Context: an optimization exercise on an open-source flow, tuned for small area, a short achievable clock period and few clock cycles. The choices shown serve that exercise and are no tape-out recipe. Where RTL was checked, it was by simulation tests only, not by an equivalence proof against the original. Power is estimated from default activity; no workload was simulated.

// tagctrl_top
module tagctrl_top #(
  parameter int unsigned RdDepth = 4,    
  parameter int unsigned DqDepth = 10    
) (
  input  logic                          clk_i,
  input  logic                          reset_i,
  input  logic                          req_valid_i,
  input  logic [31:0]                   req_addr_i,
  input  logic                          req_write_i,
  input  logic [63:0]                   req_wdata_i,
  input  logic                          req_tag_i,
  output logic                          req_ready_o,
  output logic                          rsp_valid_o,
  output logic [63:0]                   rsp_rdata_o,
  output logic                          rsp_tag_o,
  output logic                          rsp_write_o,
  output logic                          rsp_err_o,
  input  logic                          rsp_ready_i,
  output logic                          mem_req_valid_o,
  output logic [28:0]                   mem_req_addr_o,
  output logic                          mem_req_write_o,
  output logic [63:0]                   mem_req_wdata_o,
  input  logic                          mem_req_ready_i,
  input  logic                          mem_rsp_valid_i,
  input  logic [63:0]                   mem_rsp_rdata_i
);
  localparam int unsigned RdPtrW = (RdDepth > 1) ? $clog2(RdDepth) : 1;
  logic        rdy_q;                  
  logic        sv_q;                   
  logic [28:0] s_a;
  logic        s_w, s_t, s_iw;
  logic [63:0] s_d;
  logic        hv_q;                   
  logic [28:0] h_a;                    
  logic [63:0] h_d;
  logic        h_w;
  logic        h_t, h_iw, h_wc;        
  logic        mv_q;                   
  logic        h_cr;                   
  logic        take, in_iw, h_leave, h_free;
  logic        n_v, n_iw, n_w;         
  logic        rd_wait, grant, cr_ok, mv_d;
  logic [DqDepth-1:0] qv_q;            
  ...
For scale: roughly 3700 cells after synthesis, roughly 330 I/O pins, about 36000 µm² of cells after synthesis.
export LEC_CHECK = 0
export CAP_MARGIN = 40
export CORE_MARGIN = 2
export CORE_UTILIZATION = 70
export CTS_CLUSTER_DIAMETER = 100
export CTS_CLUSTER_SIZE = 24
export PLACE_DENSITY = 0.72
export SETUP_SLACK_MARGIN = 3.0
export SLEW_MARGIN = 40
export TNS_END_PERCENT = 10
create_clock -name core_clock -period 5.0 [get_ports {clk_i}]
standard.sh (not shown) runs the stock make flow with config.mk's settings and CLKGATE_MAP_FILE= SYNTH_SCRIPT=/design/flow/synth_recipe.tcl, a recipe that flattens the netlist after the stock synthesis.
==> flow/flow/run.sh <==
#!/bin/bash
# The standard layout (the standard.sh, standard synthesis included) with two
# make settings changed:
#  - delay cells are added to the don't-use list, so the port buffers and timing
#    repair use ordinary buffers instead of slow delay buffers;
#  - timing repair may swap a cell for one of another footprint.
# Everything else (floorplan, power grid, tap cells, placement, CTS, routing) is
# the standard flow. The make output goes to flow_make.log in the work folder.
set -euo pipefail
PLATFORM_DONT_USE="sky130_fd_sc_hd__probe_p_8 sky130_fd_sc_hd__probec_p_8 sky130_fd_sc_hd__lpflow_bleeder_1 sky130_fd_sc_hd__lpflow_clkbufkapwr_1 sky130_fd_sc_hd__lpflow_clkbufkapwr_16 sky130_fd_sc_hd__lpflow_clkbufkapwr_2 sky130_fd_sc_hd__lpflow_clkbufkapwr_4 sky130_fd_sc_hd__lpflow_clkbufkapwr_8 sky130_fd_sc_hd__lpflow_clkinvkapwr_1 sky130_fd_sc_hd__lpflow_clkinvkapwr_16 sky130_fd_sc_hd__lpflow_clkinvkapwr_2 sky130_fd_sc_hd__lpflow_clkinvkapwr_4 sky130_fd_sc_hd__lpflow_clkinvkapwr_8 sky130_fd_sc_hd__lpflow_decapkapwr_12 sky130_fd_sc_hd__lpflow_decapkapwr_3 sky130_fd_sc_hd__lpflow_decapkapwr_4 sky130_fd_sc_hd__lpflow_decapkapwr_6 sky130_fd_sc_hd__lpflow_decapkapwr_8 sky130_fd_sc_hd__lpflow_inputiso0n_1 sky130_fd_sc_hd__lpflow_inputiso0p_1 sky130_fd_sc_hd__lpflow_inputiso1n_1 sky130_fd_sc_hd__lpflow_inputiso1p_1 sky130_fd_sc_hd__lpflow_inputisolatch_1 sky130_fd_sc_hd__lpflow_isobufsrc_1 sky130_fd_sc_hd__lpflow_isobufsrc_16 sky130_fd_sc_hd__lpflow_isobufsrc_2 sky130_fd_sc_hd__lpflow_isobufsrc_4 sky130_fd_sc_hd__lpflow_isobufsrc_8 sky130_fd_sc_hd__lpflow_isobufsrckapwr_16 sky130_fd_sc_hd__lpflow_lsbuf_lh_hl_isowell_tap_1 sky130_fd_sc_hd__lpflow_lsbuf_lh_hl_isowell_tap_2 sky130_fd_sc_hd__lpflow_lsbuf_lh_hl_isowell_tap_4 sky130_fd_sc_hd__lpflow_lsbuf_lh_isowell_4 sky130_fd_sc_hd__lpflow_lsbuf_lh_isowell_tap_1 sky130_fd_sc_hd__lpflow_lsbuf_lh_isowell_tap_2 sky130_fd_sc_hd__lpflow_lsbuf_lh_isowell_tap_4"
DELAY_CELLS="sky130_fd_sc_hd__clkdlybuf4s15_1 sky130_fd_sc_hd__clkdlybuf4s15_2 sky130_fd_sc_hd__clkdlybuf4s18_1 sky130_fd_sc_hd__clkdlybuf4s18_2 sky130_fd_sc_hd__clkdlybuf4s25_1 sky130_fd_sc_hd__clkdlybuf4s25_2 sky130_fd_sc_hd__clkdlybuf4s50_1 sky130_fd_sc_hd__clkdlybuf4s50_2 sky130_fd_sc_hd__dlygate4sd1_1 sky130_fd_sc_hd__dlygate4sd2_1 sky130_fd_sc_hd__dlygate4sd3_1 sky130_fd_sc_hd__dlymetal6s2s_1 sky130_fd_sc_hd__dlymetal6s4s_1 sky130_fd_sc_hd__dlymetal6s6s_1"
bash standard.sh "DONT_USE_CELLS=$PLATFORM_DONT_USE $DELAY_CELLS" MATCH_CELL_FOOTPRINT=0 finish > flow_make.log 2>&1
Edit:
--- a/flow/design.v
+++ b/flow/design.v
@@ -369,15 +369,14 @@
   end
   always_ff @(posedge clk_i) begin
     for (int j = 0; j < 16; j++) begin
       grp_tag_q[j] <= h_rhi[j] && |(tags_q[16*j +: 16] & h_rlo);
     end
   end
   logic [DqDepth-1:0] qe_q, qw_q, qt_q;   
-  logic [DqDepth-1:0] qwp_q, qrp_q;       
   logic               new_e, new_w, new_t;
   logic               dh_v, dh_e, dh_w, dh_t, dh_rd;
   logic               p_v, p_e, p_w;      
   always_ff @(posedge clk_i) begin
     if (reset_i) p_v <= 1'b0;
     else         p_v <= h_leave;
   end
@@ -386,36 +385,37 @@
     p_w <= h_wc;
   end
   assign q_push = p_v;
   assign new_e  = p_e;
   assign new_w  = p_w;
   assign new_t  = !p_e && !p_w && |grp_tag_q;
   assign dh_v  = qv_q[0];
-  assign dh_e  = |(qe_q & qrp_q);
-  assign dh_w  = |(qw_q & qrp_q);
-  assign dh_t  = |(qt_q & qrp_q);
+  assign dh_e  = qe_q[0];
+  assign dh_w  = qw_q[0];
+  assign dh_t  = qt_q[0];
   assign dh_rd = !dh_e && !dh_w;
   always_ff @(posedge clk_i) begin
     for (int k = 0; k < DqDepth; k++) begin
-      if (qwp_q[k] && p_v) begin
+      if (q_pop) begin
+        if (k < DqDepth - 1 && qv_q[k+1]) begin
+          qe_q[k] <= qe_q[k+1];
+          qw_q[k] <= qw_q[k+1];
+          qt_q[k] <= qt_q[k+1];
+        end else begin
+          qe_q[k] <= new_e;
+          qw_q[k] <= new_w;
+          qt_q[k] <= new_t;
+        end
+      end else if (!qv_q[k]) begin
         qe_q[k] <= new_e;
         qw_q[k] <= new_w;
         qt_q[k] <= new_t;
       end
     end
   end
-  always_ff @(posedge clk_i) begin
-    if (reset_i) begin
-      qwp_q <= DqDepth'(1);
-      qrp_q <= DqDepth'(1);
-    end else begin
-      if (q_push) qwp_q <= {qwp_q[DqDepth-2:0], qwp_q[DqDepth-1]};
-      if (q_pop)  qrp_q <= {qrp_q[DqDepth-2:0], qrp_q[DqDepth-1]};
-    end
-  end
   logic [63:0]        rd_mem [RdDepth];
   logic [RdDepth-1:0] fv_q;
   logic [RdPtrW-1:0]  fwp_q, frp_q;
   logic               f_ne_q;          
   logic               f_push, f_pop;
   always_ff @(posedge clk_i) begin
     for (int k = 0; k < RdDepth; k++) begin
Global-route usage decreases by 1.9 points.
Non-clock buffer count rises by 18.
Cell count increases by 0.93%.
Design area shrinks by about 0.6%.
Worst hold slack gets worse by 6.8 ps.
First-iteration DRC count shrinks by about 1.5%.
Setup slack improved by 170 ps.
Sequential share of layout area decreases by 1.1 points.
Testbench counts after the change, summed over its fixed seeds: cycles 15,692.
No functional check of the RTL was part of the first run of this note.

========
Another version of the RTL of tagctrl_top (not shown whole).
For scale: roughly 3800 cells after synthesis, ~910 flip-flops, roughly 330 I/O pins, roughly 0.036 mm^2 of cells after synthesis.
export LEC_CHECK = 0
export ABC_AREA = 1
export CAP_MARGIN = 40
export CORE_MARGIN = 2
export CORE_UTILIZATION = 70
export CTS_CLUSTER_DIAMETER = 100
export CTS_CLUSTER_SIZE = 24
export PLACE_DENSITY = 0.72
export SETUP_SLACK_MARGIN = 3.0
export SLEW_MARGIN = 40
export TNS_END_PERCENT = 10
create_clock -name core_clock -period 5.0 [get_ports {clk_i}]
Scripts as last shown in full above: flow/flow/run.sh
The first run completed without violations.
Rerun with:
--- a/flow/design.v
+++ b/flow/design.v
@@ -227,22 +227,22 @@
     rsp_o.write = desc_i.write;
     rsp_o.err   = desc_i.err;
     if (is_read) begin
       rsp_o.rdata = mem_i.rdata;
       rsp_o.tag   = desc_i.stored_tag;
     end
   end
 endmodule
 `timescale 1ns/1ps
 module tagctrl_top #(
-  parameter int unsigned RdDepth = 5,    
-  parameter int unsigned DqDepth = 11    
+  parameter int unsigned RdDepth = 4,    
+  parameter int unsigned DqDepth = 10    
 ) (
   input  logic                          clk_i,
   input  logic                          reset_i,
   input  logic                          req_valid_i,
   input  logic [31:0]                   req_addr_i,
   input  logic                          req_write_i,
   input  logic [63:0]                   req_wdata_i,
   input  logic                          req_tag_i,
   output logic                          req_ready_o,
   output logic                          rsp_valid_o,
Outcome:
- first-iteration DRC count drops by 21%
- global-route usage is lower by 2.0 points
- register-to-register slack barely changes
- power falls by 7.5%
- die area shrinks by 8.0%
- design area decreases by 8.6%
Testbench counts after the change, summed over its fixed seeds: cycles 15,692.
Function not checked in the first run of this note: the RTL went through the layout flow alone.

==> what the ideal ports hide <==
Ports are ideal in the flow. The routed layouts listed here were re-timed in OpenROAD.
Step 1 assumes that a clkbuf_16 drives the clock port and a buf_2 every other input.
Step 2, shift: input delay + t, output delay - t, t = (earliest + latest rising clock arrival at the registers) / 2. This alone moves slack from input paths to output paths.
Three values: ideal ports, drivers, drivers and shift; two values: the first two.
run	shift t [ns]	setup WS [ns]	slew at the worst register clock pin (ns)	worst data-port slew with drivers (ns)	cell pins on the clock port's net
the first run of note 1	0.674	2.691 / 2.691 / 2.206	0.10 / 0.10	0.10	1
the second run of note 1	0.670	2.860 / 2.797 / 2.250	0.10 / 0.10	0.13	1
the first run of note 2	0.678	2.857 / 2.793 / 2.218	0.10 / 0.10	0.13	1
the second run of note 2	0.655	2.844 / 2.784 / 2.317	0.10 / 0.10	0.10	1
After both steps every run listed still meets setup and hold. For the first run of note 2, which loses most, drivers alone change the setup slack by -0.064 ns; drivers and shift together by -0.639 ns.
